This design comes from an exercise in tuning for small area, a short achievable clock period and few clock cycles per item on the open sky130 flow, not from production work. Where RTL was checked, it was by simulation tests only, not by an equivalence proof against the original. Only the layout flow was run in runs 4 and 5; the RTL was not checked for function there. Power is estimated from default activity; no workload was simulated.

===== design/flow/config.mk =====
export PLATFORM = sky130hd
export DESIGN_NAME = mlp_sequencer
export DESIGN_NICKNAME = mlp_sequencer
export VERILOG_FILES = /design/flow/design.v
export SDC_FILE = /design/flow/constraint.sdc
export NUM_CORES = 4
export LEC_CHECK = 0
export CAP_MARGIN = 20
export CORE_MARGIN = 2
export CORE_UTILIZATION = 40
export CTS_BUF_LIST = sky130_fd_sc_hd__clkbuf_16
export CTS_CLUSTER_DIAMETER = 120
export CTS_CLUSTER_SIZE = 25
export PLACE_DENSITY = 0.8
export SETUP_SLACK_MARGIN = 4.5
export SLEW_MARGIN = 20

===== design/flow/constraint.sdc =====
create_clock -name core_clock -period 8.0 [get_ports {clk}]
set_input_delay 1.6000 -clock core_clock [delete_from_list [all_inputs] [get_ports {clk}]]
set_output_delay 1.6000 -clock core_clock [all_outputs]
set_load 0.01 [all_outputs]

===== design/flow/design.v =====
module mlp_sequencer #(
   parameter int N1        = 98,
   parameter int N2        = 10,
   parameter int W_K       = 4,
   parameter int W_X       = 8,
   parameter int W_OUT     = 16,
   parameter int ACT_SHIFT = 4,
   parameter int OUT_SHIFT = 8
) (
   input  logic                         clk,
   input  logic                         rstn,
   input  logic                         s_valid,
   output logic                         s_ready,
   input  logic [W_X-1:0]               s_data,
   output logic                         m_valid,
   input  logic                         m_ready,
   output logic [W_OUT-1:0]             m_data,
   output logic                         busy,
   output logic [1:0]                   w_sel,
   output logic [$clog2(N2+1)-1:0]      w_neuron,
   output logic [$clog2(N1/2+1)-1:0]    w_idx,
   input  logic [W_K-1:0]               w_data,
   output logic [W_K-1:0]               tanh_idx,
   input  logic [W_OUT-1:0]             tanh_data
);
   localparam int HALF   = N1 / 2;
   localparam int NEU_W  = $clog2(N2 + 1);
   localparam int IDX_W  = $clog2(N1 / 2 + 1);
   localparam int ACC1_W = W_X + W_K + $clog2(N1 + 2) - 1;    
   localparam int ACC2_W = W_OUT + W_K + $clog2(N2 + 1) - 1;  
   localparam int XW     = (W_OUT > W_X) ? W_OUT : W_X;
   localparam int TAP    = 1;    
   localparam logic signed [ACC1_W-1:0] T_MAX = ACC1_W'(2 ** (W_K - 1) - 1);
   localparam logic signed [ACC1_W-1:0] T_MIN = ACC1_W'(-(2 ** (W_K - 1)));
   logic                     r_l2;       
   logic                     r_out;      
   logic                     r_act;      
   logic [3:0]               r_pcnt;     
   logic                     r_first;    
   logic [1:0]               r_sel;
   logic [NEU_W-1:0]         r_neu;      
   logic [IDX_W-1:0]         r_idx;
   logic signed [XW-1:0]     r_x;        
   logic [ACC2_W-ACC1_W-1:0] r_yh;       
   logic                     r_m_valid;
   logic [N2*ACC1_W-1:0]     r_ring;
   logic                     r_mz, r_m2;  
   logic                     r_rdy;      
   logic                     r_neg0, r_one0, r_two0, r_neg1, r_one1, r_two1;
   logic                     w_bias, w_rdy, w_acc, w_last, w_mac, w_xld;
   logic [3:0]               w_pcnt;
   logic signed [XW-1:0]     w_x;
   logic [NEU_W-1:0]         w_neu_n;
   logic signed [ACC1_W-1:0] w_head, w_tap, w_sh;
   logic signed [ACC2_W-1:0] w_y;
   logic signed [ACC2_W-1:0] w_a, w_sum;
   logic [W_K-1:0]           w_t;
   assign w_head  = r_ring[ACC1_W-1:0];
   assign w_y     = {r_yh, r_ring[N2*ACC1_W-1 -: ACC1_W]};
   assign w_tap   = r_ring[TAP*ACC1_W +: ACC1_W];
   assign w_bias  = r_idx == IDX_W'(HALF);
   assign w_rdy   = r_rdy;
   assign w_acc   = s_valid && w_rdy;
   assign w_last  = r_pcnt == 4'd9;
   assign w_mac   = r_l2 || (!r_out && (r_act || w_bias || w_acc));
   always_comb begin
      if (r_l2 || r_out) w_pcnt = (r_pcnt == 4'd13) ? r_pcnt : r_pcnt + 1'b1;
      else if (!r_act) w_pcnt = 4'd1;
      else if (w_last && w_bias && r_sel != 2'd0) w_pcnt = '0;
      else w_pcnt = r_pcnt + 1'b1;
   end
   always_comb begin
      w_xld = 1'b1;
      w_x   = $signed(tanh_data);
      if (r_out) begin
         w_xld = r_pcnt == 4'd12;
         w_x   = XW'(w_y >>> OUT_SHIFT);
      end else if (!r_l2) begin
         w_xld = !r_act;
         w_x   = w_bias ? XW'(1) : XW'($signed(s_data));
      end else if (r_pcnt == 4'd10) begin
         w_x   = XW'(1);
      end
   end
   assign w_neu_n = (r_neu == NEU_W'(N2 - 1)) ? '0 : r_neu + 1'b1;
   assign s_ready  = rstn && w_rdy;
   assign busy     = rstn && !w_rdy;
   assign w_sel    = r_sel;
   assign w_neuron = r_neu;
   assign w_idx    = r_idx;
   assign tanh_idx = w_t;
   assign m_valid  = r_m_valid;
   assign m_data   = r_x;
   logic [XW:0]          b_x, b_x2, b_pp0, b_pp1;
   logic [ACC2_W-1:0]    c_r1, c_r2, c_s, c_c;
   assign b_x    = {r_x[XW-1], r_x};
   assign b_x2   = {r_x, 1'b0};
   assign b_pp0  = (({(XW+1){r_one0}} & b_x) | ({(XW+1){r_two0}} & b_x2)) ^ {(XW+1){r_neg0}};
   assign b_pp1  = (({(XW+1){r_one1}} & b_x) | ({(XW+1){r_two1}} & b_x2)) ^ {(XW+1){r_neg1}};
   assign w_a    = r_mz ? '0 : r_m2 ? w_y : ACC2_W'(w_head);
   assign c_r1   = {4'b1111, ~b_pp0[XW], b_pp0[XW], b_pp0[XW], b_pp0[XW-1:0]};
   assign c_r2   = {4'b0000, ~b_pp1[XW], b_pp1[XW-1:0], r_neg1, r_neg0};
   assign c_s    = w_a ^ c_r1 ^ c_r2;
   assign c_c    = (w_a & c_r1) | (w_a & c_r2) | (c_r1 & c_r2);
   logic [ACC2_W:0] c_sum;
   assign c_sum  = {c_s, r_neg1} + {c_c[ACC2_W-2:0], r_neg1, r_neg1};
   assign w_sum  = c_sum[ACC2_W:1];
   always_comb begin
      w_sh = w_tap >>> ACT_SHIFT;
      if (w_sh > T_MAX)      w_t = W_K'(2 ** W_K - 1);
      else if (w_sh < T_MIN) w_t = '0;
      else                   w_t = W_K'(w_sh) ^ W_K'(2 ** (W_K - 1));
   end
   always_ff @(posedge clk) begin
      r_ring <= {w_sum[ACC1_W-1:0], r_ring[N2*ACC1_W-1:ACC1_W]};
      r_neg0 <= w_mac & w_data[1];
      r_one0 <= w_mac & w_data[0];
      r_two0 <= w_mac & w_data[1] & ~w_data[0];
      r_neg1 <= w_mac & w_data[3] & ~(w_data[2] & w_data[1]);
      r_one1 <= w_mac & (w_data[2] ^ w_data[1]);
      r_two1 <= w_mac & ((w_data[3] & ~w_data[2] & ~w_data[1]) | (~w_data[3] & w_data[2] & w_data[1]));
      r_pcnt <= w_pcnt;
      r_mz   <= r_l2 ? r_pcnt == 4'd0 : r_first;
      r_m2   <= r_l2;
      if (w_xld) r_x <= w_x;
      r_yh   <= w_sum[ACC2_W-1:ACC1_W];
   end
   always_ff @(posedge clk) begin
      if (!rstn) begin
         r_l2      <= 1'b0;
         r_out     <= 1'b0;
         r_act     <= 1'b0;
         r_first   <= 1'b1;
         r_sel     <= '0;
         r_neu     <= '0;
         r_idx     <= '0;
         r_m_valid <= 1'b0;
         r_rdy     <= 1'b1;
      end else begin
         r_neu <= w_neu_n;
         if (r_out && r_pcnt == 4'd12) r_m_valid <= 1'b1;
         else if (m_ready) r_m_valid <= 1'b0;
         if (r_out) begin
            if (r_pcnt == 4'd13 && m_ready) begin
               r_out <= 1'b0;
               r_rdy <= 1'b1;
            end
         end else if (r_l2) begin
            r_idx <= IDX_W'(w_neu_n);
            if (r_pcnt == 4'd9) begin
               r_idx <= IDX_W'(N2);
            end else if (r_pcnt == 4'd10) begin
               r_l2    <= 1'b0;
               r_out   <= 1'b1;
               r_first <= 1'b1;
               r_sel   <= '0;
               r_idx   <= '0;
            end
         end else if (!r_act) begin
            if (w_bias) begin
               r_act <= 1'b1;
               r_rdy <= 1'b0;
            end else if (w_acc) begin
               if (|s_data) begin
                  r_act <= 1'b1;
                  r_rdy <= 1'b0;
               end else begin
                  r_idx <= r_idx + 1'b1;
                  r_rdy <= r_idx != IDX_W'(HALF - 1);
               end
            end
         end else if (w_last) begin
            r_act   <= 1'b0;
            r_first <= 1'b0;
            if (!w_bias) begin
               r_idx <= r_idx + 1'b1;
               r_rdy <= r_idx != IDX_W'(HALF - 1);
            end else if (r_sel == 2'd0) begin
               r_sel <= 2'd1;
               r_idx <= '0;
               r_rdy <= 1'b1;
            end else begin
               r_l2  <= 1'b1;
               r_sel <= 2'd2;
               r_idx <= IDX_W'(w_neu_n);
            end
         end
      end
   end
endmodule

===== design/flow/flow/run.sh =====
#!/bin/bash
# Standard layout with two changes: port buffers are plain buf_1 cells, and
# after placement the reset port buffer keeps only the gates of s_ready and
# busy, while a new buffer drives the rest of the reset net (flow/iso.tcl).
set -e
export BUFFER_PORTS_ARGS="-buffer_cell sky130_fd_sc_hd__buf_1"
bash standard.sh place > standard_place.log 2>&1
RES=$PWD/orfs/results/sky130hd/mlp_sequencer/base
RES=$RES OUT=$RES/3_place.odb openroad -no_init -exit flow/iso.tcl > iso.log 2>&1
bash standard.sh finish > standard_finish.log 2>&1

===== design/flow/flow/iso.tcl =====
# Give the reset port's fast path to s_ready/busy a buffer of its own: the
# port buffer keeps only the gates that feed those two outputs, and a new
# buffer drives the rest of the reset net.
set res $::env(RES)
read_db $res/3_place.odb
read_liberty /OpenROAD-flow-scripts/flow/platforms/sky130hd/lib/sky130_fd_sc_hd__tt_025C_1v80.lib
set block [ord::get_db_block]
set rport [$block findBTerm rstn]
set rnet [$rport getNet]
# port buffer: the one instance on the port net
set ib ""
foreach it [$rnet getITerms] { set ib [$it getInst] }
set onet ""
foreach it [$ib getITerms] { if {[$it isOutputSignal]} { set onet [$it getNet] } }
puts "reset port buffer [$ib getName] drives [$onet getName] with [llength [$onet getITerms]] pins"
# cells in the fan-in of the s_ready and busy ports, a few levels deep
proc fanin_insts {net depth} {
  set res {}
  if {$depth == 0} { return $res }
  foreach it [$net getITerms] {
    if {[$it isOutputSignal]} {
      set inst [$it getInst]
      lappend res [$inst getName]
      foreach iit [$inst getITerms] {
        if {[$iit isInputSignal] && [$iit getNet] ne "NULL"} {
          set res [concat $res [fanin_insts [$iit getNet] [expr {$depth - 1}]]]
        }
      }
    }
  }
  return $res
}
set keep {}
foreach p {s_ready busy} {
  set keep [concat $keep [fanin_insts [[$block findBTerm $p] getNet] 3]]
}
set keep [lsort -unique $keep]
puts "keep on port buffer: $keep"
set loads {}
set bx 0; set by 0; set n 0
foreach it [$onet getITerms] {
  if {[$it isInputSignal]} {
    set in [[$it getInst] getName]
    if {[lsearch $keep $in] < 0} {
      lappend loads "$in/[[$it getMTerm] getName]"
    }
  }
}
puts "moving [llength $loads] loads"
set loc [[$ib getBBox] xMin]
set x [expr {[[$ib getBBox] xMin] / 1000.0}]
set y [expr {[[$ib getBBox] yMin] / 1000.0}]
insert_buffer -buffer_cell sky130_fd_sc_hd__buf_4 -net [$onet getName] -load_pins $loads -location [list $x $y] -buffer_name rst_tree_buf
detailed_placement
check_placement
write_db $::env(OUT)

===== design/flow/standard.sh =====
#!/bin/bash
# synth_recipe.tcl (not shown) runs the flow's synth.tcl, then flattens the netlist and writes it again
# the make line also repeats each setting of config.mk as NAME=value (left out here)
make -C /OpenROAD-flow-scripts/flow DESIGN_CONFIG=/design/flow/config.mk WORK_HOME=/design/flow/orfs CLKGATE_MAP_FILE= SYNTH_SCRIPT=/design/flow/synth_recipe.tcl "${@:-finish}"

==> flow_summary_export.csv, run 1 <==
group,metric,value,unit
pwr,ir_drop,0.128,mV
synthesis,synth_nets,885,
routing,antenna_left,0,
clock_tree,clockBufferDepth,3,
synthesis,synth_top_family_by_area,"compound AO/OA/AOI/OAI gates",
clock_tree,clk_pin_slew,0.09,ns
setup_path,r2r_cells,13,
cells_and_area,antenna_cells,0,
timing,rsz0062_at_grt,"true",
pwr,p_leak,3.97,nW
setup_path,path_cells,"buf_8, and2_4, buf_6",
cells_and_area,ff_latch_area,4840,um2
synthesis,synth_edf_count,20,
timing,fin_tns_setup,0,ns
flow_run,maxCapViolCount,0,
setup_path,cp-start-kind,"input pin",
cells_and_area,multiInputGateArea,3660,um2
synthesis,synth_seq_cells,231,
timing,hold_violations,0,
synthesis,synth_fa_ha_area_frac,0.0899,
min_path,hp-start,"r_ring[110]",
synthesis,syn-cell-area,8740,um2
floorplanning,ios,67,
routing,num_vias,5923,
min_path,hold_end,"r_ring[92]",
placement,dp.cells,1122,
clock_tree,cts_tree,"built",
routing,firstDrtPassIters,6,
routing,vias_per_cell,5.16,
timing,skew,0.0214,ns
synthesis,synthMuxAreaShare,0.0242,
cells_and_area,post-route-util,0.453,
clock_tree,htreeDepth,1,
pwr,cell_internal_pwr,2.20,mW
setup_path,path_class,"input pin to output pin",
placement,dp_hpwl,12800,um
synthesis,syn_avg_cell_area,10.9,um2
pwr,pwr-share-comb,0.180,
synthesis,yosys_warnings,1,
pwr,p_switching,889,uW
timing,fmax,0.281,GHz
floorplanning,die_y,152,um
setup_path,required,6.40,ns
clock_tree,cts_root_buf,"clkbuf_16",
timing,worst_slack,4.45,ns
timing,period_share,0.444,
synthesis,ys_types,67,
routing,wl_per_cell,15.4,um
cells_and_area,drive_above_1_share,0.0796,
global_routing,gr-total-overflow,0,
global_routing,antenna_found_initial,0,
min_path,hold_depth,0,
setup_path,critPathMaxStageDelay,0.15,ns
floorplanning,core.rowCount,54,
floorplanning,die-area,23000,um2
setup_path,slowest_stage,"and2_4",
pwr,total_power,3.09,mW
floorplanning,core_area,21600,um2
clock_tree,clk_latency,0.48,ns
timing,max-slew-margin-rel,0.535,
global_routing,grt_pass1_wl,28700,um
cells_and_area,nFillCells,1962,
synthesis,synth_seq_area_share,0.552,
placement,port_buffers,66,
setup_path,reg2reg_slack,4.55,ns
run_status,status,"timing/DRC/antenna clean",
floorplanning,floorplan.die.width,152,um
timing,hold_ws,0.312,ns
routing,routed_wl,17700,um
pwr,clkPwrFrac,0.214,
clock_tree,cts_sinks,231,
timing,tightest_slew,0.697,ns
synthesis,synth_ff_type,"dfxtp_1",
timing,post-route-min-period,3.55,ns
synthesis,syn_inst,801,
setup_path,endpoint_kind,"output pin",
pwr,seqPwrFrac,0.606,
min_path,min_path_type,"flop to flop",
cells_and_area,fin_area,9790,um2
timing,slew_violations,0,
global_routing,grt_pass1_vias,5699,
placement,placed_area,9280,um2
global_routing,grt_max_degree,31,
setup_path,crit_path_max_fanout,3,
placement,gp_congestion,0.957,
floorplanning,start_util,0.404,
setup_path,crit_arrival,1.95,ns
routing,drt_iter0_drc,438,
clock_tree,numCtsBuffers,13,
synthesis,synth-async-reset-ratio,0,
synthesis,synth_compound_area_frac,0.136,
setup_path,r2r-start,"r_m2",
cells_and_area,syn_to_final_growth,12.0,%
cells_and_area,final_cells,1147,
synthesis,synthSimpleGateAreaFrac,0.103,
synthesis,synthXorXnorAreaFrac,0.0591,
pwr,power.share.switching,0.288,
routing,drc,0,
placement,place_ws,3.83,ns
pwr,powerDensity,316,nW/um2
global_routing,track_usage,0.149,
setup_path,r2r-end,"r_ring[173]",
cells_and_area,nNetsFinal,948,
timing,setup_viol,0,
## power groups by stage
stage	registers, mW	clock network [mW]	logic (mW)
after global routing	1.92	0.720	0.624
final	1.87	0.660	0.557
after global placement	1.87	0	0.516
after floorplan	1.80	0	0.424
after detailed placement	1.90	0	0.530
after CTS	1.88	0.680	0.542
## layer usage
metal,share of wire,global-route usage
met5,0,0
met4,0.024,0.0387
met3,0.071,0.0257
met2,0.46,0.246
met1,0.44,0.203
## worst max-delay path by stage
stage | from | to | slack, ns
final | rstn | s_ready | 4.45
after global routing | r_m2 | r_ring[173] | 4.39
after CTS | rstn | s_ready | 4.45
after detailed placement | rstn | busy | 3.83
after global placement | rstn | busy | 3.84
after floorplan | rstn | busy | 4.50
## worst max-delay path: cells and delay by family
family                 cells  cell delay (ns)
AND/OR/NAND/NOR            1             0.15
buffers and inverters      2             0.21
## sequential cells by signal, summed over array words and instances, names as in the netlist
| register | count |
|---|---|
| r_act | 1 |
| r_two1 | 1 |
| r_neu | 4 |
| r_two0 | 1 |
| r_one0 | 1 |
| r_m2 | 1 |
| r_first | 1 |
| r_out | 1 |
| r_pcnt | 4 |
| r_m_valid | 1 |
| r_yh | 5 |
| r_neg0 | 1 |
| r_ring | 180 |
| r_one1 | 1 |
| r_rdy | 1 |
| r_sel | 2 |
| r_mz | 1 |
| r_x | 16 |
| r_neg1 | 1 |
| r_l2 | 1 |
| r_idx | 6 |
## cells in the final DEF, fill, tap and decap left out, types with 15 or more instances in the layout
| master | netlist | routed |
|---|---|---|
| ha_1 | 34 | 34 |
| nor2_1 | 21 | 21 |
| xor2_1 | 37 | 37 |
| buf_1 | 1 | 63 |
| a22oi_1 | 40 | 40 |
| mux2i_1 | 20 | 20 |
| nand2_1 | 72 | 72 |
| dfxtp_1 | 211 | 204 |
| or2_2 | 15 | 15 |
| a21oi_1 | 39 | 37 |
| inv_1 | 52 | 55 |
| xnor2_1 | 22 | 21 |
| fa_1 | 18 | 18 |
| o21ai_0 | 29 | 28 |
| edfxtp_1 | 20 | 20 |
## Yosys cell counts (3+ instances only)
master | n | area, um2
o22ai_1 | 3 | 18.8
o21a_1 | 5 | 37.5
xor2_1 | 37 | 324
xnor2_1 | 22 | 193
fa_1 | 18 | 360
nor4_1 | 4 | 25.0
nor2_1 | 21 | 78.8
nand3b_1 | 3 | 22.5
nor3_1 | 6 | 30.0
or2_2 | 15 | 93.8
nand2b_1 | 3 | 18.8
clkbuf_1 | 26 | 97.6
a21o_1 | 11 | 82.6
a21oi_1 | 39 | 195
and3_1 | 4 | 25.0
ha_1 | 34 | 425
nand2_1 | 72 | 270
a31oi_1 | 7 | 43.8
nand3_1 | 9 | 45.0
a22oi_1 | 40 | 300
dfxtp_1 | 211 | 4220
a21boi_1 | 3 | 22.5
o31ai_1 | 3 | 22.5
edfxtp_1 | 20 | 601
inv_1 | 52 | 195
and2_1 | 9 | 56.3
o21ai_0 | 29 | 145
mux2i_1 | 20 | 200
nor2b_1 | 14 | 87.6
o211a_1 | 4 | 40.0
nand4_1 | 4 | 25.0
o21ai_1 | 8 | 40.0
## area by class of cell
| cell class | instances | area share |
|---|---|---|
| Clock buffer | 13 | 0.0332 |
| Multi-Input combinational cell | 488 | 0.374 |
| Tap cell | 280 | 0.0358 |
| Timing Repair Buffer | 78 | 0.0389 |
| Sequential cell | 231 | 0.495 |
| Clock inverter | 5 | 0.00409 |
| Inverter | 52 | 0.0199 |
## cells by family after synthesis
logic type                 count (synthesis)
DFF                                      231
AOI/OAI and AO/OA                        178
and+or+nand+nor                          178
buffers and inverters                     82
xor gates and xnor gates                  59
adders and majority gates                 52
muxes                                     21
## repair_timing
| item | 4_1_cts | 5_1_grt |
|---|---|---|
| gates resized for setup | 17 | 7 |
| pin swaps | 0 | 1 |
| endpoints found under the setup margin | 19 | 9 |
| buffers inserted | 3 | 3 |
| hold buffers | 0 | 0 |
Testbench counts, summed over its fixed seeds: cycles 89,766, items 96.
==> run 2, diff against run 1 <==
--- a/design/flow/config.mk
+++ b/design/flow/config.mk
@@ -9,3 +9,3 @@
 export CORE_MARGIN = 2
-export CORE_UTILIZATION = 40
+export CORE_UTILIZATION = 60
 export CTS_BUF_LIST = sky130_fd_sc_hd__clkbuf_16
@@ -13,4 +13,4 @@
 export CTS_CLUSTER_SIZE = 25
-export PLACE_DENSITY = 0.8
-export SETUP_SLACK_MARGIN = 4.5
+export PLACE_DENSITY = 0.75
+export SETUP_SLACK_MARGIN = 4.45
 export SLEW_MARGIN = 20
==> flow_summary_export.csv, run 2 <==
group,metric,value,unit
timing,fmax,0.281,GHz
synthesis,syn-cell-area,8740,um2
synthesis,synth_top_cell_by_area,"dfxtp_1",
timing,skew,0.0202,ns
clock_tree,cts_tree,"built",
cells_and_area,syn_to_final_growth,10.5,%
pwr,p_switching,891,uW
synthesis,synth_edf_count,20,
timing,worst_slack,4.45,ns
synthesis,syn_avg_cell_area,10.9,um2
clock_tree,clk_latency,0.47,ns
global_routing,grt_max_degree,27,
clock_tree,cts_sinks,231,
routing,met2WireLength,8310,um
floorplanning,die-area,15500,um2
synthesis,synth.most_common_cell,"dfxtp_1",
setup_path,startpoint,"rstn",
clock_tree,numCtsBuffers,13,
setup_path,endpoint_kind,"output pin",
timing,fin_tns_setup,0,ns
min_path,min_path_type,"flop to flop",
timing,period_share,0.444,
setup_path,cp_top_family,"buffers and inverters",
floorplanning,ios,67,
clock_tree,htreeDepth,1,
global_routing,grt_pass1_wl,28600,um
setup_path,required,6.40,ns
synthesis,ys_types,67,
pwr,pwr-share-comb,0.183,
synthesis,synthTopCellsByCount,"dfxtp_1 (211), nand2_1 (72), inv_1 (52)",
setup_path,cpMostUsedCell,"buf_6",
synthesis,synth_nets,885,
pwr,clkPwrFrac,0.209,
pwr,powerDensity,320,nW/um2
routing,drc,0,
global_routing,grt_pass1_vias,5743,
setup_path,worst-path-buf-inv,2,
cells_and_area,layout_common_cells,"dfxtp_1 (203), nand2_1 (72), buf_1 (63)",
synthesis,synth-async-reset-ratio,0,
clock_tree,clockBufferDepth,3,
cells_and_area,top_register,"r_ring",
clock_tree,cts_root_buf,"clkbuf_16",
pwr,p_leak,3.95,nW
setup_path,path_cells,"buf_6, and2_4, buf_6",
setup_path,r2r-start,"r_m2",
run_status,status,"timing/DRC/antenna clean",
setup_path,crit_arrival,1.95,ns
synthesis,syn_inst,801,
pwr,ir_drop,0.177,mV
cells_and_area,layout.cells.most_common,"dfxtp_1",
pwr,seqPwrFrac,0.608,
timing,rsz0062_at_grt,"true",
floorplanning,core_area,14400,um2
floorplanning,core.rowCount,44,
synthesis,synth_ff_type,"dfxtp_1",
clock_tree,clk_pin_slew,0.09,ns
min_path,hp-start,"r_ring[120]",
synthesis,synth_seq_area_share,0.552,
cells_and_area,antenna_cells,0,
routing,num_vias,5891,
floorplanning,floorplan.die.width,125,um
routing,routed-wl-met3,1090,um
setup_path,slowest_stage,"and2_4",
synthesis,synth_seq_cells,231,
floorplanning,die_y,125,um
routing,firstDrtPassIters,8,
global_routing,track_usage,0.225,
pwr,power.share.switching,0.288,
placement,port_buffers,66,
synthesis,netlist.area_leader.share,0.483,
routing,highest_layer,"met4",
global_routing,gr-total-overflow,0,
cells_and_area,largest_register_ffs,180,
routing,routed_wl,17600,um
placement,dp_hpwl,12700,um
routing,vias_per_cell,5.64,
routing,drt_iter0_drc,413,
flow_run,maxCapViolCount,0,
routing,wl_per_cell,16.9,um
timing,tightest_slew,0.641,ns
timing,setup_viol,0,
pwr,cell_internal_pwr,2.20,mW
setup_path,path_class,"input pin to output pin",
routing,antenna_left,0,
routing,wl_met1,7820,um
cells_and_area,reg_top3,"r_ring x180, r_x x16, r_idx x6",
placement,place_ws,3.82,ns
setup_path,critPathMaxStageDelay,0.15,ns
synthesis,yosys_warnings,1,
cells_and_area,nNetsFinal,943,
timing,hold_violations,0,
synthesis,synth_area_leaders,"dfxtp_1 (48%), edfxtp_1 (6.9%), ha_1 (4.9%)",
timing,slew_violations,0,
floorplanning,start_util,0.608,
timing,post-route-min-period,3.55,ns
cells_and_area,drive_above_1_share,0.0779,
timing,max-slew-margin-rel,0.573,
setup_path,crit_path_max_fanout,3,
setup_path,cp-start-kind,"input pin",
placement,gp_congestion,0.881,
global_routing,antenna_found_initial,0,
-- run 2: timing repair --
action | in CTS | in global routing
hold buffers | 0 | 0
gates cloned | 0 | 1
buffers inserted | 0 | 1
setup endpoints to repair | 14 | 11
pin swaps | 0 | 2
resized for setup | 19 | 14
-- run 2: path summary, 6_finish.rpt --
kind | slack, ns | to | depth (start not counted)
worst max register to register | 4.53 | r_yh[4] | 13
worst min register to register | 0.33 | r_ring[102] | 0
worst max-delay path | 4.45 | s_ready | 3
worst min-delay path | 0.33 | r_ring[102] | 0
-- run 2: worst reg2reg max path, delay by kind of cell, from the launching register on --
kind                       cells  cell delay, ns
and+or+nand+nor                2            0.39
adders and majority gates      2            0.87
DFF                            1            0.41
buffers and inverters          2            0.21
muxes                          1            0.08
AOI/OAI and AO/OA              6            1.38
-- run 2: final cells by class --
| class | count | area (um2) |
|---|---|---|
| Sequential cell | 231 | 4840 |
| Fill cell | 1080 | 4710 |
| Multi-Input combinational cell | 488 | 3690 |
| Timing Repair Buffer | 73 | 353 |
| Clock buffer | 13 | 325 |
| Tap cell | 184 | 230 |
| Inverter | 52 | 195 |
| Clock inverter | 3 | 27.5 |
-- run 2: power groups by stage --
stage | registers [mW] | clock network [mW] | logic [mW]
2_1_floorplan | 1.80 | 0 | 0.422
3_3_place_gp | 1.88 | 0 | 0.511
3_5_place_dp | 1.90 | 0 | 0.527
4_1_cts | 1.89 | 0.665 | 0.538
5_1_grt | 1.93 | 0.707 | 0.626
6_report | 1.88 | 0.646 | 0.565
-- run 2: metrics by stage --
stage / std cells / hold slack (ns) / utilization / instance area [um2] / total power, mW
after global placement: 1025 / 0.310 / 0.636 / 9140 / 2.39
after detailed placement: 1025 / 0.312 / 0.636 / 9140 / 2.43
after CTS: 1042 / 0.329 / 0.666 / 9560 / 3.09
after floorplan: 801 / 0.310 / - / 8750 / 2.22
final: 1044 / 0.326 / 0.672 / 9660 / 3.09
after global routing: 1044 / 0.337 / 0.672 / 9660 / 3.27
-- run 2: cell families after synthesis --
| logic type | share of synthesized area |
|---|---|
| flip-flops | 0.552 |
| XOR/XNOR | 0.0591 |
| AO/OA/AOI/OAI | 0.136 |
| multiplexers | 0.0242 |
| AND/OR/NAND/NOR | 0.103 |
| buffers and inverters | 0.0359 |
| adder cells (fa/ha/maj) | 0.0899 |
-- run 2: metal layers --
metal,up-vias,global-route usage
li1,2864,-
met1,2799,0.306
met2,194,0.371
met3,34,0.0361
met4,0,0.0714
met5,-,0
==> run 3, diff against run 2 <==
--- a/design/flow/flow/run.sh
+++ b/design/flow/flow/run.sh
@@ -1,3 +1,3 @@
 #!/bin/bash
-# Standard layout with two changes: port buffers are plain buf_1 cells, and
+# Standard layout with two changes: port buffers are plain buf_2 cells, and
 # after placement the reset port buffer keeps only the gates of s_ready and
--- a/design/flow/config.mk
+++ b/design/flow/config.mk
@@ -9,3 +9,3 @@
 export CORE_MARGIN = 2
-export CORE_UTILIZATION = 60
+export CORE_UTILIZATION = 40
 export CTS_BUF_LIST = sky130_fd_sc_hd__clkbuf_16
@@ -13,3 +13,2 @@
 export CTS_CLUSTER_SIZE = 25
-export PLACE_DENSITY = 0.75
 export SETUP_SLACK_MARGIN = 4.45
==> flow_summary_export.csv, run 3 <==
group,metric,value,unit
clock_tree,cts_sinks,231,
routing,antenna_left,0,
timing,hold_violations,0,
cells_and_area,fin_area,9830,um2
pwr,clkPwrFrac,0.213,
cells_and_area,largest_register_ffs,180,
setup_path,endpoint_kind,"output pin",
flow_run,maxCapViolCount,0,
routing,vias_per_cell,4.98,
setup_path,startpoint,"rstn",
routing,wl_per_cell,15.7,um
synthesis,syn-cell-area,8740,um2
pwr,power.share.switching,0.288,
routing,routed_wl,18000,um
synthesis,netlist.area_leader.share,0.483,
routing,num_vias,5724,
min_path,hp-start,"r_ring[98]",
cells_and_area,layout.cells.most_common,"dfxtp_1",
clock_tree,cts_tree,"built",
timing,post-route-min-period,3.56,ns
synthesis,syn_avg_cell_area,10.9,um2
pwr,ir_drop,0.149,mV
floorplanning,core_area,21600,um2
synthesis,synth-async-reset-ratio,0,
cells_and_area,antenna_cells,0,
cells_and_area,reg_top3,"r_ring x180, r_x x16, r_idx x6",
timing,tightest_slew,0.610,ns
timing,fmax,0.281,GHz
setup_path,cp-start-kind,"input pin",
floorplanning,die_y,152,um
cells_and_area,drive_above_1_share,0.0839,
synthesis,syn_inst,801,
synthesis,ys_types,67,
global_routing,antenna_found_initial,0,
setup_path,crit_path_max_fanout,3,
routing,met2WireLength,8270,um
synthesis,synth_seq_cells,231,
placement,placed_area,9260,um2
pwr,p_leak,3.99,nW
global_routing,grt_max_degree,32,
global_routing,track_usage,0.155,
synthesis,yosys_warnings,1,
routing,highest_layer,"met4",
cells_and_area,top_register,"r_ring",
pwr,seqPwrFrac,0.605,
synthesis,synth_area_leaders,"dfxtp_1 (48%), edfxtp_1 (6.9%), ha_1 (4.9%)",
min_path,min_path_type,"flop to flop",
pwr,cell_internal_pwr,2.21,mW
placement,dp.cells,1122,
setup_path,r2r-start,"r_m2",
synthesis,synth_ff_type,"dfxtp_1",
synthesis,synthTopCellsByCount,"dfxtp_1 (211), nand2_1 (72), inv_1 (52)",
floorplanning,ios,67,
setup_path,required,6.40,ns
global_routing,gr-total-overflow,0,
setup_path,reg2reg_slack,4.60,ns
clock_tree,cts_root_buf,"clkbuf_16",
run_status,status,"timing/DRC/antenna clean",
setup_path,path_class,"input pin to output pin",
synthesis,synth_top_cell_by_area,"dfxtp_1",
global_routing,grt_pass1_wl,29300,um
synthesis,synth.most_common_cell,"dfxtp_1",
setup_path,r2r_cells,13,
synthesis,synth_edf_count,20,
clock_tree,numCtsBuffers,13,
timing,skew,0.0311,ns
timing,slew_violations,0,
timing,max-slew-margin-rel,0.588,
routing,routed-wl-met3,926,um
timing,fin_tns_setup,0,ns
cells_and_area,final_cells,1150,
cells_and_area,layout_common_cells,"dfxtp_1 (204), nand2_1 (72), buf_1 (63)",
timing,setup_viol,0,
clock_tree,clk_pin_slew,0.09,ns
pwr,p_switching,892,uW
placement,gp_congestion,0.916,
placement,port_buffers,66,
min_path,hold_depth,0,
routing,wl_met1,8380,um
setup_path,crit_arrival,1.96,ns
placement,dp_hpwl,13300,um
clock_tree,htreeDepth,1,
routing,firstDrtPassIters,5,
clock_tree,clk_latency,0.48,ns
clock_tree,clockBufferDepth,3,
timing,period_share,0.444,
timing,rsz0062_at_grt,"true",
routing,drc,0,
pwr,pwr-share-comb,0.182,
synthesis,synth_seq_area_share,0.552,
cells_and_area,nNetsFinal,951,
routing,drt_iter0_drc,348,
synthesis,synth_nets,885,
global_routing,grt_pass1_vias,5624,
floorplanning,start_util,0.404,
cells_and_area,syn_to_final_growth,12.5,%
floorplanning,core.rowCount,54,
floorplanning,die-area,23000,um2
pwr,powerDensity,315,nW/um2
floorplanning,floorplan.die.width,152,um
[run 3: changes by cell type in the layout (fill, tap and decap cells not counted), sizes merged]
cell and delta:
clkbuf -1, inv +2, buf +9
[run 3: path summary, 6_finish.rpt]
path,endpoint
hold reg to reg,r_ring[80]
setup reg to reg,r_yh[2]
setup / recovery,s_ready
hold / removal,r_ring[80]
[run 3: layer usage]
layer	vias to the layer above	track usage
met4	0	0.0494
li1	2880	-
met2	141	0.250
met1	2675	0.216
met3	28	0.0237
met5	-	0
[run 3: cell families (layout without fill, tap and decap cells)]
family,after synthesis,count (layout),share of synthesized area
flip-flops,231,231,0.552
AO/OA/AOI/OAI,178,178,0.136
AND/OR/NAND/NOR,178,178,0.103
buffers and inverters,82,151,0.0359
XOR/XNOR,59,59,0.0591
adder cells (fa/ha/maj),52,52,0.0899
multiplexers,21,21,0.0242
[run 3: worst max-delay path, cell delays in order]
cell	delay, ns
buf_8	0.10
and2_4	0.15
buf_6	0.11
[run 3: timing repair]
action,CTS,global route
hold buffers,0,0
gates resized for setup,19,14
setup buffers,1,8
endpoints found under the setup margin,20,11
pin swaps,0,2
[run 3: cell type report]
cell class,instances,area (um2)
fill,2019,11800
sequential,231,4840
multi-input combinational,488,3690
timing repair buffer,81,399
tap,280,350
clock buffer,13,325
inverter,52,195
clock inverter,5,35.0
[run 3: power groups by stage]
stage | Sequential (mW) | Combinational (mW) | Clock, mW
after floorplan | 1.80 | 0.422 | 0
after global placement | 1.89 | 0.532 | 0
after detailed placement | 1.90 | 0.540 | 0
after CTS | 1.88 | 0.552 | 0.687
after global routing | 1.92 | 0.640 | 0.726
final | 1.87 | 0.562 | 0.660
[run 3: through the flow]
| stage | total power [mW] | setup WS, ns | hold slack [ns] | utilization |
|---|---|---|---|---|
| 4_1_cts | 3.12 | 4.43 | 0.330 | 0.449 |
| 5_1_grt | 3.29 | 4.44 | 0.336 | 0.455 |
| 3_5_place_dp | 2.44 | 3.81 | 0.312 | 0.428 |
| 2_1_floorplan | 2.22 | 4.46 | 0.310 | - |
| 6_report | 3.10 | 4.44 | 0.330 | 0.455 |
| 3_3_place_gp | 2.42 | 3.83 | 0.310 | 0.428 |
==> run 4, diff against run 3 <==
--- a/design/flow/design.v
+++ b/design/flow/design.v
@@ -105,3 +105,28 @@
    logic [ACC2_W:0] c_sum;
-   assign c_sum  = {c_s, r_neg1} + {c_c[ACC2_W-2:0], r_neg1, r_neg1};
+   localparam int CPA_W = ACC2_W + 1;
+   logic [CPA_W-1:0] k_a, k_b, k_g0, k_p0;
+   logic [CPA_W-1:0] k_G, k_P;
+   assign k_a  = {c_s, r_neg1};
+   assign k_b  = {c_c[ACC2_W-2:0], r_neg1, r_neg1};
+   assign k_g0 = k_a & k_b;
+   assign k_p0 = k_a ^ k_b;
+   always_comb begin
+      k_G = k_g0;
+      k_P = k_p0;
+      for (int i = 1; i < CPA_W; i = i + 2) begin
+         k_G[i] = k_G[i] | (k_P[i] & k_G[i - 1]);
+         k_P[i] = k_P[i] & k_P[i - 1];
+      end
+      for (int d = 2; d < CPA_W; d = d * 2)
+         for (int i = CPA_W - 1; i >= 0; i--)
+            if (i % 2 == 1 && i - d >= 0) begin
+               k_G[i] = k_G[i] | (k_P[i] & k_G[i - d]);
+               k_P[i] = k_P[i] & k_P[i - d];
+            end
+      for (int i = 2; i < CPA_W; i = i + 2) begin
+         k_G[i] = k_G[i] | (k_P[i] & k_G[i - 1]);
+         k_P[i] = k_P[i] & k_P[i - 1];
+      end
+   end
+   assign c_sum  = k_p0 ^ {k_G[CPA_W-2:0], 1'b0};
    assign w_sum  = c_sum[ACC2_W:1];
--- a/design/flow/flow/run.sh
+++ b/design/flow/flow/run.sh
@@ -1,3 +1,3 @@
 #!/bin/bash
-# Standard layout with two changes: port buffers are plain buf_2 cells, and
+# Standard layout with two changes: port buffers are plain buf_1 cells, and
 # after placement the reset port buffer keeps only the gates of s_ready and
--- a/design/flow/config.mk
+++ b/design/flow/config.mk
@@ -13,2 +13,3 @@
 export CTS_CLUSTER_SIZE = 25
+export PLACE_DENSITY = 0.8
 export SETUP_SLACK_MARGIN = 4.45
==> flow_summary_export.csv, run 4 <==
group,metric,value,unit
placement,dp_hpwl,11900,um
min_path,hold_end,"r_ring[142]",
cells_and_area,layout_common_cells,"dfxtp_1 (203), buf_1 (63), inv_1 (58)",
synthesis,synth_seq_cells,231,
synthesis,syn_avg_cell_area,11.6,um2
cells_and_area,antenna_cells,0,
clock_tree,cts_root_buf,"clkbuf_16",
setup_path,cp_top_family,"adder cells",
routing,routed_wl,17800,um
setup_path,path_depth,14,
timing,post-route-min-period,3.59,ns
timing,fmax,0.279,GHz
cells_and_area,nNetsFinal,914,
timing,max-slew-margin-rel,0.480,
synthesis,synth_area_leaders,"dfxtp_1 (49%), edfxtp_1 (7.0%), fa_1 (6.5%)",
synthesis,synth_nets,831,
synthesis,synthTopCellsByCount,"dfxtp_1 (211), inv_1 (61), nand2_1 (42)",
setup_path,path_cells,"buf_4, a22oi_2, xnor2_1, fa_1, inv_2, ha_4, nand2_1, a21oi_2, a31oi_4, o31a_1, buf_6, a31o_4, fa_2, inv_2",
routing,drt_iter0_drc,259,
setup_path,r2r-end,"r_ring[179]",
floorplanning,die_y,150,um
setup_path,crit_arrival,3.96,ns
cells_and_area,top_register,"r_ring",
min_path,hold_depth,0,
synthesis,synth-async-reset-ratio,0,
synthesis,synth_ff_type,"dfxtp_1",
floorplanning,floorplan.die.width,150,um
floorplanning,start_util,0.407,
routing,wl_per_cell,16.2,um
synthesis,syn_inst,740,
routing,drc,0,
setup_path,required,8.37,ns
clock_tree,numCtsBuffers,13,
cells_and_area,drive_above_1_share,0.154,
timing,skew,0.0247,ns
clock_tree,clk_pin_slew,0.10,ns
routing,routed-wl-met3,785,um
synthesis,synth_top_cell_by_area,"dfxtp_1",
routing,antenna_left,0,
synthesis,yosys_warnings,1,
routing,firstDrtPassIters,5,
routing,wl_met1,7530,um
min_path,min_path_type,"flop to flop",
routing,vias_per_cell,4.99,
placement,placed_area,9050,um2
floorplanning,core_area,21000,um2
pwr,total_power,3.19,mW
cells_and_area,syn_to_final_growth,17.1,%
global_routing,gr-total-overflow,0,
timing,fin_tns_setup,0,ns
clock_tree,clockBufferDepth,3,
cells_and_area,fin_area,10000,um2
clock_tree,clk_latency,0.47,ns
setup_path,crit_path_max_fanout,4,
cells_and_area,largest_register_ffs,180,
synthesis,ys_types,63,
placement,port_buffers,66,
global_routing,grt_pass1_wl,27800,um
global_routing,track_usage,0.155,
cells_and_area,layout.cells.most_common,"dfxtp_1",
timing,tightest_slew,0.775,ns
routing,num_vias,5504,
setup_path,r2r_cells,14,
synthesis,synth_edf_count,20,
clock_tree,cts_sinks,231,
cells_and_area,nFillCells,1787,
flow_run,maxCapViolCount,0,
timing,rsz0062_at_grt,"true",
placement,gp_congestion,0.855,
clock_tree,htreeDepth,1,
routing,highest_layer,"met4",
clock_tree,cts_tree,"built",
cells_and_area,reg_top3,"r_ring x180, r_x x16, r_idx x6",
timing,hold_ws,0.304,ns
global_routing,antenna_found_initial,0,
min_path,hp-start,"r_ring[160]",
pwr,p_leak,3.96,nW
synthesis,synth.most_common_cell,"dfxtp_1",
setup_path,cp-start-kind,"flop",
synthesis,netlist.area_leader.share,0.494,
floorplanning,die-area,22600,um2
setup_path,endpoint_kind,"flop",
floorplanning,core.rowCount,53,
global_routing,grt_max_degree,39,
setup_path,critPathMaxStageDelay,0.56,ns
setup_path,startpoint,"r_x[2]",
routing,met2WireLength,8920,um
pwr,powerDensity,318,nW/um2
synthesis,syn-cell-area,8560,um2
setup_path,r2r-start,"r_x[2]",
floorplanning,ios,67,
setup_path,path_class,"flop to flop",
setup_path,worst-path-buf-inv,4,
timing,period_share,0.449,
setup_path,reg2reg_slack,4.41,ns
setup_path,slowest_stage,"fa_1",
pwr,ir_drop,0.144,mV
timing,slew_violations,0,
timing,setup_viol,0,
synthesis,synth_seq_area_share,0.564,
timing,hold_violations,0,
run_status,status,"timing/DRC/antenna clean",
global_routing,grt_pass1_vias,5433,
setup_path,cpMostUsedCell,"inv_2",
cells_and_area,post-route-util,0.477,
[run 4: changes by cell type after synthesis, sizes merged, moves of 9 or more]
cell / previous run / this run
nand2: 72 / 42
a21oi: 40 / 31
xor2: 37 / 19
inv: 52 / 62
xnor2: 22 / 33
fa: 18 / 28
[run 4: layout make-up]
type,count,area [um2],area share
flip-flops and latches,231,4850,0.484
clock buffers,13,325,0.0325
clock inverters,6,38.8,0.00387
inverters,62,235,0.0235
multi-input cells,418,3670,0.366
well taps,275,344,0.0343
repair buffers,97,556,0.0555
[run 4: timing repair]
item	in CTS	in global routing
pin swaps	16	21
cloned	1	0
endpoints found under the setup margin	14	14
hold buffers	0	0
gates resized for setup	45	41
setup buffers	17	8
[run 4: worst max path at each step]
stage / end / slack, ns
2_1_floorplan: busy / 4.47
3_3_place_gp: busy / 3.82
3_5_place_dp: busy / 3.80
4_1_cts: r_ring[179] / 4.39
5_1_grt: r_yh[3] / 4.30
6_report: r_ring[179] / 4.41
[run 4: logic make-up (layout without fill, tap and decap cells)]
family / after synthesis / after routing / share of synthesized area
fa+ha+maj: 59 / 59 / 0.111
mux: 22 / 22 / 0.0259
flops: 231 / 231 / 0.564
compound gates: 154 / 154 / 0.121
simple gates: 131 / 131 / 0.0827
buf+inv: 91 / 178 / 0.0427
xor+xnor: 52 / 52 / 0.0532
[run 4: per-layer routing]
layer,vias up,global-route usage
li1,2676,-
met1,2649,0.198
met2,140,0.275
met3,39,0.0197
met4,0,0.0462
met5,-,0
[run 4: worst register-to-register path: stages, from the launching register on]
cell      delay, ns
edfxtp_1       0.46
buf_4          0.19
a22oi_2        0.21
xnor2_1        0.13
fa_1           0.56
inv_2          0.05
ha_4           0.27
nand2_1        0.06
a21oi_2        0.18
a31oi_4        0.13
o31a_1         0.32
buf_6          0.16
a31o_4         0.22
fa_2           0.53
inv_2          0.03
[run 4: report_power, final]
| part | switching [mW] | internal (mW) | total [mW] | leakage, nW |
|---|---|---|---|---|
| clock network | 0.357 | 0.303 | 0.660 | 0.197 |
| logic | 0.340 | 0.309 | 0.649 | 1.78 |
| registers | 0.210 | 1.67 | 1.88 | 1.98 |
[run 4: per-stage QoR]
step	std cells	setup slack, ns
2_1_floorplan	740	4.47
3_3_place_gp	1056	3.82
3_5_place_dp	1056	3.80
4_1_cts	1094	4.39
5_1_grt	1102	4.30
6_report	1102	4.41
==> run 5, diff against run 4 <==
--- a/design/flow/design.v
+++ b/design/flow/design.v
@@ -115,16 +115,12 @@
       k_P = k_p0;
-      for (int i = 1; i < CPA_W; i = i + 2) begin
-         k_G[i] = k_G[i] | (k_P[i] & k_G[i - 1]);
-         k_P[i] = k_P[i] & k_P[i - 1];
-      end
-      for (int d = 2; d < CPA_W; d = d * 2)
-         for (int i = CPA_W - 1; i >= 0; i--)
-            if (i % 2 == 1 && i - d >= 0) begin
-               k_G[i] = k_G[i] | (k_P[i] & k_G[i - d]);
-               k_P[i] = k_P[i] & k_P[i - d];
-            end
-      for (int i = 2; i < CPA_W; i = i + 2) begin
-         k_G[i] = k_G[i] | (k_P[i] & k_G[i - 1]);
-         k_P[i] = k_P[i] & k_P[i - 1];
-      end
+      for (int d = 1; d < CPA_W; d = d * 2)
+         for (int i = 2 * d - 1; i < CPA_W; i = i + 2 * d) begin
+            k_G[i] = k_G[i] | (k_P[i] & k_G[i - d]);
+            k_P[i] = k_P[i] & k_P[i - d];
+         end
+      for (int d = 16; d >= 1; d = d / 2)
+         for (int i = 3 * d - 1; i < CPA_W; i = i + 2 * d) begin
+            k_G[i] = k_G[i] | (k_P[i] & k_G[i - d]);
+            k_P[i] = k_P[i] & k_P[i - d];
+         end
    end
==> flow_summary_export.csv, run 5 <==
group,metric,value,unit
routing,routed_wl,17300,um
pwr,power.share.switching,0.310,
synthesis,synthTopCellsByCount,"dfxtp_1 (211), inv_1 (53), nand2_1 (48)",
min_path,min_path_type,"flop to flop",
floorplanning,ios,67,
timing,tightest_slew,0.650,ns
clock_tree,cts_tree,"built",
synthesis,syn_avg_cell_area,11.6,um2
setup_path,crit_end,"r_yh[0]",
cells_and_area,multiInputGateArea,3500,um2
pwr,cell_internal_pwr,2.40,mW
setup_path,startpoint,"r_m2",
timing,max-slew-margin-rel,0.566,
cells_and_area,drive_above_1_share,0.127,
cells_and_area,reg_top3,"r_ring x180, r_x x16, r_idx x6",
clock_tree,clockBufferDepth,3,
clock_tree,cts_sinks,231,
cells_and_area,nFillCells,1846,
clock_tree,cts_root_buf,"clkbuf_16",
synthesis,synth_seq_cells,231,
placement,dp_hpwl,12100,um
pwr,powerDensity,357,nW/um2
synthesis,synth_top_cell_by_area,"dfxtp_1",
floorplanning,die_y,150,um
global_routing,grt_max_degree,42,
setup_path,required,8.37,ns
min_path,hp-start,"r_ring[142]",
synthesis,syn-cell-area,8480,um2
cells_and_area,antenna_cells,0,
placement,port_buffers,66,
timing,setup_viol,0,
timing,slew_violations,0,
floorplanning,core_area,20900,um2
clock_tree,clk_latency,0.48,ns
cells_and_area,ff_latch_area,4850,um2
synthesis,synth.most_common_cell,"dfxtp_1",
routing,wl_per_cell,15.9,um
flow_run,maxCapViolCount,0,
cells_and_area,top_register,"r_ring",
routing,routed-wl-met3,966,um
routing,vias_per_cell,5.00,
setup_path,endpoint_kind,"flop",
floorplanning,floorplan.die.width,150,um
cells_and_area,largest_register_ffs,180,
clock_tree,numCtsBuffers,13,
run_status,status,"timing/DRC/antenna clean",
setup_path,crit_arrival,3.95,ns
synthesis,synth_ff_type,"dfxtp_1",
pwr,pwr-share-comb,0.256,
routing,met2WireLength,8130,um
floorplanning,die-area,22400,um2
cells_and_area,layout_common_cells,"dfxtp_1 (203), buf_1 (63), inv_1 (54)",
synthesis,ys_types,65,
pwr,ir_drop,0.181,mV
setup_path,r2r-end,"r_yh[0]",
synthesis,netlist.area_leader.share,0.498,
timing,hold_violations,0,
floorplanning,start_util,0.406,
routing,firstDrtPassIters,5,
timing,rsz0062_at_grt,"true",
placement,gp_congestion,0.858,
synthesis,synth_area_leaders,"dfxtp_1 (50%), edfxtp_1 (7.1%), fa_1 (6.6%)",
routing,antenna_left,0,
timing,post-route-min-period,3.58,ns
cells_and_area,syn_to_final_growth,14.9,%
routing,num_vias,5419,
global_routing,gr-total-overflow,0,
clock_tree,htreeDepth,1,
global_routing,antenna_found_initial,0,
cells_and_area,layout.cells.most_common,"dfxtp_1",
global_routing,grt_pass1_wl,27400,um
pwr,p_leak,3.81,nW
timing,fmax,0.280,GHz
setup_path,crit_path_max_fanout,8,
synthesis,synth_nets,822,
pwr,p_switching,1.08,mW
synthesis,synth_edf_count,20,
synthesis,syn_inst,733,
cells_and_area,fin_area,9740,um2
routing,drt_iter0_drc,283,
synthesis,yosys_warnings,1,
setup_path,path_class,"flop to flop",
pwr,clkPwrFrac,0.189,
setup_path,r2r-start,"r_m2",
setup_path,r2r_cells,13,
min_path,hold_depth,0,
placement,placed_area,8960,um2
global_routing,track_usage,0.155,
routing,highest_layer,"met4",
floorplanning,core.rowCount,53,
routing,wl_met1,7520,um
timing,period_share,0.447,
routing,drc,0,
timing,fin_tns_setup,0,ns
setup_path,reg2reg_slack,4.42,ns
clock_tree,cts-hold-fix-buffers,0,
pwr,seqPwrFrac,0.555,
cells_and_area,nNetsFinal,896,
timing,skew,0.0269,ns
synthesis,synth_seq_area_share,0.569,
global_routing,grt_pass1_vias,5369,
synthesis,synth-async-reset-ratio,0,
setup_path,cp-start-kind,"flop",
clock_tree,clk_pin_slew,0.10,ns
## run 5: changes by cell type after synthesis, moves of 3 or more
cell	before	now
nor2_1	15	21
o21ai_1	9	0
inv_1	61	53
o21ai_0	24	29
o21a_1	9	6
nand3b_1	6	2
nor3_1	2	5
nand2_1	42	48
a21boi_0	4	7
and2_1	11	8
## run 5: worst max-delay path: stages, from the launching register on
cell,delay [ns]
dfxtp_4,0.39
buf_12,0.15
mux2i_1,0.12
or2_2,0.30
fa_1,0.57
inv_1,0.05
ha_1,0.20
a21o_1,0.17
or4_4,0.52
a31oi_4,0.26
buf_4,0.16
o21ai_2,0.05
fa_2,0.34
xor2_1,0.16
## run 5: layout make-up
type | count | share of cell area
Timing Repair Buffer | 89 | 0.0497
Clock buffer | 13 | 0.0334
Multi-Input combinational cell | 418 | 0.359
Tap cell | 275 | 0.0353
Inverter | 54 | 0.0213
Clock inverter | 4 | 0.00372
Sequential cell | 231 | 0.497
## run 5: cells by family after synthesis
| logic type | share of synthesized area |
|---|---|
| muxes | 0.0251 |
| xor gates and xnor gates | 0.0517 |
| DFF | 0.569 |
| adders and majority gates | 0.109 |
| and+or+nand+nor | 0.0915 |
| AOI/OAI and AO/OA | 0.114 |
| buffers and inverters | 0.0394 |
## run 5: what timing repair did
action                                  in CTS  in global routing
endpoints found under the setup margin      19                  8
gates cloned                                 1                  0
buffers inserted                             9                  9
gates resized for setup                     45                 15
pin swaps                                   10                 11
## run 5: worst min-delay path by stage
stage | end
floorplan | r_ring[0]
global placement | r_ring[120]
detailed placement | r_ring[132]
CTS | r_ring[124]
global route | r_ring[124]
finish | r_ring[124]
## run 5: through the flow
step	hold WS [ns]	total power [mW]	setup WS, ns	cells	utilization
floorplan	0.310	2.43	4.43	733	-
global route	0.332	3.69	4.31	1084	0.466
CTS	0.327	3.45	4.43	1075	0.460
global placement	0.310	2.65	3.86	1047	0.429
detailed placement	0.312	2.71	3.80	1047	0.429
finish	0.323	3.48	4.42	1084	0.466
## run 5: routing by layer
layer  track usage  vias to the layer above
met5             0                        -
met4        0.0562                        0
met3        0.0262                       32
met2         0.258                      174
met1         0.202                     2594
li1              -                     2619
## run 5: power groups by stage
stage | Combinational, mW | Sequential [mW] | Clock (mW)
global route | 1.00 | 1.98 | 0.708
CTS | 0.839 | 1.93 | 0.673
finish | 0.891 | 1.93 | 0.659
detailed placement | 0.761 | 1.95 | 0
global placement | 0.723 | 1.93 | 0
floorplan | 0.608 | 1.82 | 0
==> run 6, diff against run 5 <==
--- a/design/flow/design.v
+++ b/design/flow/design.v
@@ -116,11 +116,7 @@
       for (int d = 1; d < CPA_W; d = d * 2)
-         for (int i = 2 * d - 1; i < CPA_W; i = i + 2 * d) begin
-            k_G[i] = k_G[i] | (k_P[i] & k_G[i - d]);
-            k_P[i] = k_P[i] & k_P[i - d];
-         end
-      for (int d = 16; d >= 1; d = d / 2)
-         for (int i = 3 * d - 1; i < CPA_W; i = i + 2 * d) begin
-            k_G[i] = k_G[i] | (k_P[i] & k_G[i - d]);
-            k_P[i] = k_P[i] & k_P[i - d];
-         end
+         for (int i = 0; i < CPA_W; i++)
+            if ((i / d) % 2 == 1) begin
+               k_G[i] = k_G[i] | (k_P[i] & k_G[(i / d) * d - 1]);
+               k_P[i] = k_P[i] & k_P[(i / d) * d - 1];
+            end
    end
--- a/design/flow/config.mk
+++ b/design/flow/config.mk
@@ -14,3 +14,3 @@
 export PLACE_DENSITY = 0.8
-export SETUP_SLACK_MARGIN = 4.45
+export SETUP_SLACK_MARGIN = 4.5
 export SLEW_MARGIN = 20
==> flow_summary_export.csv, run 6 <==
group,metric,value,unit
run_status,status,"timing/DRC/antenna clean",
min_path,hold_end,"r_ring[35]",
global_routing,grt_pass1_vias,5539,
placement,placed_area,9020,um2
setup_path,r2r_cells,13,
setup_path,reg2reg_slack,4.60,ns
routing,antenna_left,0,
synthesis,ys_types,58,
clock_tree,numCtsBuffers,13,
setup_path,path_class,"input pin to output pin",
setup_path,path_cells,"buf_8, and2_4, buf_6",
pwr,p_leak,3.78,nW
clock_tree,cts_sinks,231,
timing,skew,0.0253,ns
global_routing,gr-total-overflow,0,
setup_path,slowest_stage,"and2_4",
floorplanning,core_area,21000,um2
global_routing,grt_pass1_wl,28400,um
routing,drt_iter0_drc,506,
routing,drc,0,
cells_and_area,post-route-util,0.461,
synthesis,synth_area_leaders,"dfxtp_1 (50%), edfxtp_1 (7.1%), fa_1 (4.9%)",
synthesis,synth_fa_ha_area_frac,0.0935,
setup_path,worst-path-buf-inv,2,
setup_path,critPathMaxStageDelay,0.15,ns
timing,period_share,0.446,
cells_and_area,nNetsFinal,908,
setup_path,cp_top_family,"buffers and inverters",
placement,dp_hpwl,12400,um
synthesis,synthSimpleGateAreaFrac,0.0978,
setup_path,startpoint,"rstn",
synthesis,syn_avg_cell_area,11.2,um2
cells_and_area,antenna_cells,0,
setup_path,crit_arrival,1.97,ns
setup_path,crit_path_max_fanout,3,
setup_path,r2r-end,"r_ring[170]",
floorplanning,floorplan.die.width,150,um
clock_tree,cts-hold-fix-buffers,0,
cells_and_area,fin_area,9660,um2
synthesis,yosys_warnings,1,
placement,gp_congestion,0.919,
min_path,hold_depth,0,
floorplanning,die-area,22500,um2
setup_path,required,6.40,ns
pwr,powerDensity,339,nW/um2
min_path,hp-start,"r_ring[53]",
clock_tree,clockBufferDepth,3,
synthesis,synth_top_cell_by_area,"dfxtp_1",
synthesis,synthMuxAreaShare,0.0285,
global_routing,track_usage,0.159,
synthesis,synth_seq_cells,231,
timing,setup_viol,0,
cells_and_area,layout.cells.most_common,"dfxtp_1",
cells_and_area,reg_top3,"r_ring x180, r_x x16, r_idx x6",
clock_tree,cts_root_buf,"clkbuf_16",
floorplanning,die_y,150,um
synthesis,syn-cell-area,8510,um2
synthesis,synthTopCellsByCount,"dfxtp_1 (211), nand2_1 (54), inv_1 (48)",
routing,wl_per_cell,16.4,um
synthesis,netlist.area_leader.share,0.496,
synthesis,synth.most_common_cell,"dfxtp_1",
cells_and_area,top_register,"r_ring",
setup_path,endpoint_kind,"output pin",
clock_tree,cts_tree,"built",
pwr,ir_drop,0.135,mV
timing,hold_violations,0,
clock_tree,clk_pin_slew,0.09,ns
global_routing,antenna_found_initial,0,
timing,tightest_slew,0.782,ns
cells_and_area,syn_to_final_growth,13.5,%
timing,post-route-min-period,3.57,ns
setup_path,r2r-start,"r_x[1]",
synthesis,synth_ff_type,"dfxtp_1",
routing,routed_wl,18100,um
synthesis,syn_inst,763,
clock_tree,htreeDepth,1,
global_routing,grt_max_degree,27,
synthesis,synthXorXnorAreaFrac,0.0556,
cells_and_area,largest_register_ffs,180,
cells_and_area,layout_common_cells,"dfxtp_1 (203), buf_1 (63), nand2_1 (54)",
min_path,min_path_type,"flop to flop",
synthesis,synth-async-reset-ratio,0,
timing,max-slew-margin-rel,0.478,
timing,rsz0062_at_grt,"true",
routing,num_vias,5714,
cells_and_area,drive_above_1_share,0.100,
synthesis,synth_edf_count,20,
synthesis,synth_compound_area_frac,0.123,
routing,firstDrtPassIters,5,
synthesis,synth_seq_area_share,0.567,
floorplanning,ios,67,
placement,port_buffers,66,
timing,fin_tns_setup,0,ns
cells_and_area,nFillCells,1902,
synthesis,synth_top_family_by_area,"compound AO/OA/AOI/OAI gates",
floorplanning,core.rowCount,53,
clock_tree,clk_latency,0.48,ns
timing,fmax,0.280,GHz
setup_path,cp-start-kind,"input pin",
timing,slew_violations,0,
routing,vias_per_cell,5.19,
flow_run,maxCapViolCount,0,
floorplanning,start_util,0.406,
synthesis,synth_nets,846,
-- run 6: kinds of logic (layout without fill, tap and decap cells) --
kind of cell             Yosys count  in the layout
AO/OA/AOI/OAI                    158            158
XOR/XNOR                          54             54
adder cells (fa/ha/maj)           51             51
buffers and inverters             79            143
flip-flops                       231            231
multiplexers                      24             24
AND/OR/NAND/NOR                  166            166
-- run 6: worst register-to-register path: cells and delay by family (launching register included) --
kind	cells	cell delay [ns]
fa+ha+maj	3	1.21
simple gates	5	0.71
buf+inv	1	0.19
xor+xnor	2	0.29
compound gates	2	0.43
flops	1	0.49
-- run 6: final cells by class --
class / count / area [um2] / share of cell area
clock inverter: 4 / 36.3 / 0.00376
clock buffer: 13 / 325 / 0.0337
timing repair buffer: 77 / 390 / 0.0404
multi-input combinational: 453 / 3520 / 0.364
sequential: 231 / 4850 / 0.502
tap: 275 / 344 / 0.0356
inverter: 49 / 194 / 0.0201
-- run 6: how the worst max path moves through the flow --
stage          slack, ns          end  depth (start not counted)
2_1_floorplan       4.41  r_ring[170]                         16
3_3_place_gp        3.83      r_yh[4]                         11
3_5_place_dp        3.82      r_yh[4]                         11
4_1_cts             4.43      s_ready                          3
5_1_grt             4.43      s_ready                          3
6_report            4.43      s_ready                          3
-- run 6: per-stage QoR --
stage	power, mW	setup slack [ns]	hold slack, ns	cells
after floorplan	2.33	4.41	0.310	763
after global routing	3.47	4.43	0.335	1102
final	3.27	4.43	0.331	1102
after CTS	3.25	4.43	0.331	1098
after detailed placement	2.57	3.82	0.312	1077
after global placement	2.53	3.83	0.310	1077
-- run 6: power by group --
group          switching [mW]  total, mW  internal [mW]
logic                   0.387      0.706          0.320
registers               0.240       1.91           1.67
clock network           0.355      0.658          0.303
total                   0.981       3.27           2.29
-- run 6: what timing repair did --
item,in CTS,in global routing
buffers inserted,3,3
setup endpoints to repair,19,15
pin swaps,0,7
endpoints found under the hold margin,0,0
resized for setup,30,21
cloned,0,1
-- run 6: per-layer routing --
layer / wire length (um) / up-vias / track usage
met5: 0 / - / 0
met4: 518 / 0 / 0.0514
met3: 1350 / 46 / 0.0293
met2: 8450 / 247 / 0.262
met1: 7760 / 2713 / 0.213
li1: - / 2708 / -
Testbench counts of run 6, summed over its fixed seeds: cycles 89,766, items 96.
==> run 7, diff against run 6 <==
--- a/design/flow/config.mk
+++ b/design/flow/config.mk
@@ -14,3 +14,4 @@
 export PLACE_DENSITY = 0.8
-export SETUP_SLACK_MARGIN = 4.5
+export SETUP_SLACK_MARGIN = 4.45
 export SLEW_MARGIN = 20
+export TNS_END_PERCENT = 5
==> flow_summary_export.csv, run 7 <==
group,metric,value,unit
run_status,status,"timing/DRC/antenna clean",
timing,fin_tns_setup,0,ns
setup_path,startpoint,"rstn",
synthesis,synth_seq_cells,231,
synthesis,synthTopCellsByCount,"dfxtp_1 (211), nand2_1 (54), inv_1 (48)",
setup_path,r2r-end,"r_ring[170]",
global_routing,gr-total-overflow,0,
global_routing,grt_pass1_vias,5722,
synthesis,syn_inst,763,
clock_tree,clk_latency,0.48,ns
synthesis,synth_edf_count,20,
synthesis,syn-cell-area,8510,um2
timing,period_share,0.449,
floorplanning,die-area,22500,um2
synthesis,syn_avg_cell_area,11.2,um2
cells_and_area,drive_above_1_share,0.0896,
cells_and_area,reg_top3,"r_ring x180, r_x x16, r_idx x6",
timing,hold_violations,0,
timing,worst_slack,4.41,ns
placement,dp_hpwl,12600,um
synthesis,synth-async-reset-ratio,0,
synthesis,synth_nets,846,
setup_path,r2r-start,"r_x[1]",
floorplanning,start_util,0.406,
pwr,ir_drop,0.143,mV
clock_tree,numCtsBuffers,13,
pwr,seqPwrFrac,0.583,
cells_and_area,top_register,"r_ring",
synthesis,ys_types,58,
floorplanning,floorplan.die.width,150,um
timing,rsz0062_at_grt,"true",
pwr,p_switching,983,uW
timing,skew,0.0235,ns
floorplanning,ios,67,
setup_path,reg2reg_slack,4.44,ns
routing,drt_iter0_drc,481,
min_path,hp-start,"r_ring[113]",
cells_and_area,layout_common_cells,"dfxtp_1 (203), buf_1 (64), nand2_1 (54)",
flow_run,maxCapViolCount,0,
min_path,hold_depth,0,
min_path,hold_end,"r_ring[95]",
timing,slew_violations,0,
synthesis,synth_ff_type,"dfxtp_1",
cells_and_area,nNetsFinal,906,
floorplanning,core.rowCount,53,
placement,gp_congestion,0.935,
setup_path,r2r_cells,13,
global_routing,antenna_found_initial,0,
synthesis,yosys_warnings,1,
setup_path,required,6.40,ns
clock_tree,cts-hold-fix-buffers,0,
setup_path,path_class,"input pin to output pin",
global_routing,grt_max_degree,43,
timing,fmax,0.278,GHz
timing,post-route-min-period,3.59,ns
timing,max-slew-margin-rel,0.509,
cells_and_area,largest_register_ffs,180,
global_routing,track_usage,0.163,
synthesis,synth_seq_area_share,0.567,
routing,wl_per_cell,16.5,um
routing,drc,0,
setup_path,cp-start-kind,"input pin",
routing,vias_per_cell,5.24,
synthesis,synth_top_cell_by_area,"dfxtp_1",
pwr,power.share.switching,0.302,
pwr,p_leak,3.75,nW
routing,antenna_left,0,
routing,firstDrtPassIters,5,
setup_path,crit_path_max_fanout,3,
pwr,cell_internal_pwr,2.28,mW
timing,tightest_slew,0.735,ns
pwr,powerDensity,341,nW/um2
floorplanning,core_area,21000,um2
placement,port_buffers,66,
cells_and_area,antenna_cells,0,
clock_tree,cts_sinks,231,
routing,routed_wl,18200,um
clock_tree,clockBufferDepth,3,
cells_and_area,syn_to_final_growth,12.3,%
pwr,pwr-share-comb,0.213,
floorplanning,die_y,150,um
cells_and_area,post-route-util,0.456,
clock_tree,cts_tree,"built",
synthesis,synth_area_leaders,"dfxtp_1 (50%), edfxtp_1 (7.1%), fa_1 (4.9%)",
setup_path,crit_arrival,1.99,ns
min_path,min_path_type,"flop to flop",
cells_and_area,layout.cells.most_common,"dfxtp_1",
routing,num_vias,5768,
synthesis,synth.most_common_cell,"dfxtp_1",
clock_tree,clk_pin_slew,0.09,ns
pwr,clkPwrFrac,0.203,
synthesis,netlist.area_leader.share,0.496,
timing,setup_viol,0,
placement,place_ws,3.71,ns
global_routing,grt_pass1_wl,29200,um
clock_tree,htreeDepth,1,
setup_path,endpoint_kind,"output pin",
clock_tree,cts_root_buf,"clkbuf_16",
==> run 7: cell counts after synthesis <==
No cell type changed its count.
==> run 7: critical path, cell delays in order <==
cell        delay, ns
buf_8            0.09
clkinvlp_4       0.09
nor2_1           0.08
buf_2            0.13
==> run 7: repair_timing <==
| action | 4_1_cts | 5_1_grt |
|---|---|---|
| buffers inserted | 3 | 1 |
| gates resized for setup | 23 | 15 |
| setup endpoints to repair | 16 | 12 |
| cloned | 0 | 1 |
| pin swaps | 1 | 6 |
==> run 7: cell type report <==
class                   count  area (um2)
clock buffers              13         325
clock inverters             5        40.0
fillers                  1933       11400
inverters                  49         193
multi-input cells         453        3450
flip-flops and latches    231        4840
well taps                 275         344
repair buffers             75         358
==> run 7: worst max-delay path by stage <==
stage | to | depth (start not counted)
3_3_place_gp | r_yh[4] | 11
4_1_cts | busy | 4
2_1_floorplan | r_ring[170] | 16
6_report | busy | 4
5_1_grt | r_ring[170] | 15
3_5_place_dp | r_yh[4] | 11
==> run 7: kinds of logic after synthesis <==
family | count (synthesis) | synth area share
fa+ha+maj | 51 | 0.0935
xor+xnor | 54 | 0.0556
buf+inv | 79 | 0.0350
mux | 24 | 0.0285
flops | 231 | 0.567
simple gates | 166 | 0.0978
compound gates | 158 | 0.123
==> run 7: metal layers <==
layer,share of wire,track usage
met1,0.43,0.220
met2,0.47,0.273
met3,0.068,0.0238
met4,0.029,0.0476
met5,0,0
==> run 7: stage by stage <==
step	total power, mW	instances	cell area [um2]	hold WS (ns)
3_3_place_gp	2.53	1077	9010	0.310
3_5_place_dp	2.58	1077	9010	0.312
5_1_grt	3.46	1101	9560	0.339
6_report	3.26	1101	9560	0.329
2_1_floorplan	2.33	763	8510	0.310
4_1_cts	3.25	1099	9450	0.333
==> run 7: power by group through the flow <==
stage	Sequential, mW	Combinational (mW)	Clock, mW
2_1_floorplan	1.81	0.521	0
3_3_place_gp	1.90	0.624	0
3_5_place_dp	1.92	0.657	0
4_1_cts	1.90	0.672	0.677
5_1_grt	1.95	0.784	0.726
6_report	1.90	0.696	0.663

[separate check: timing with driven ports]
Ports are ideal in the flow. The routed layouts listed here were re-timed in OpenROAD. Step 1 sets driving cells, clkbuf_16 on the clock port and buf_2 on the other inputs (assumed; they add their load-dependent delay and slew). Step 2 moves the port delays by t, midway between the first and last clock arrival at a register: inputs arrive t later, outputs are due t later. That takes back most of the time a late clock gives input paths. Slacks: ideal / step 1 / step 2; pairs: ideal / step 1.
run	t, ns	setup WS [ns]	slew at the worst register clock pin (ns)	worst slew at a driven data input, ns
run 1	0.510	4.445 / 4.403 / 4.184	0.10 / 0.10	0.05
run 2	0.500	4.446 / 4.413 / 4.167	0.10 / 0.10	0.04
run 3	0.508	4.445 / 4.402 / 4.277	0.10 / 0.10	0.05
run 4	0.497	4.410 / 4.410 / 4.410	0.10 / 0.10	0.05
run 5	0.510	4.425 / 4.409 / 4.409	0.10 / 0.10	0.04
run 6	0.512	4.434 / 4.392 / 4.392	0.10 / 0.10	0.05
run 7	0.508	4.407 / 4.351 / 4.351	0.10 / 0.10	0.05
After both steps every run listed still meets setup and hold. The setup slack of run 2, which loses most, moves by -0.033 ns with the drivers and by -0.279 ns with both steps.
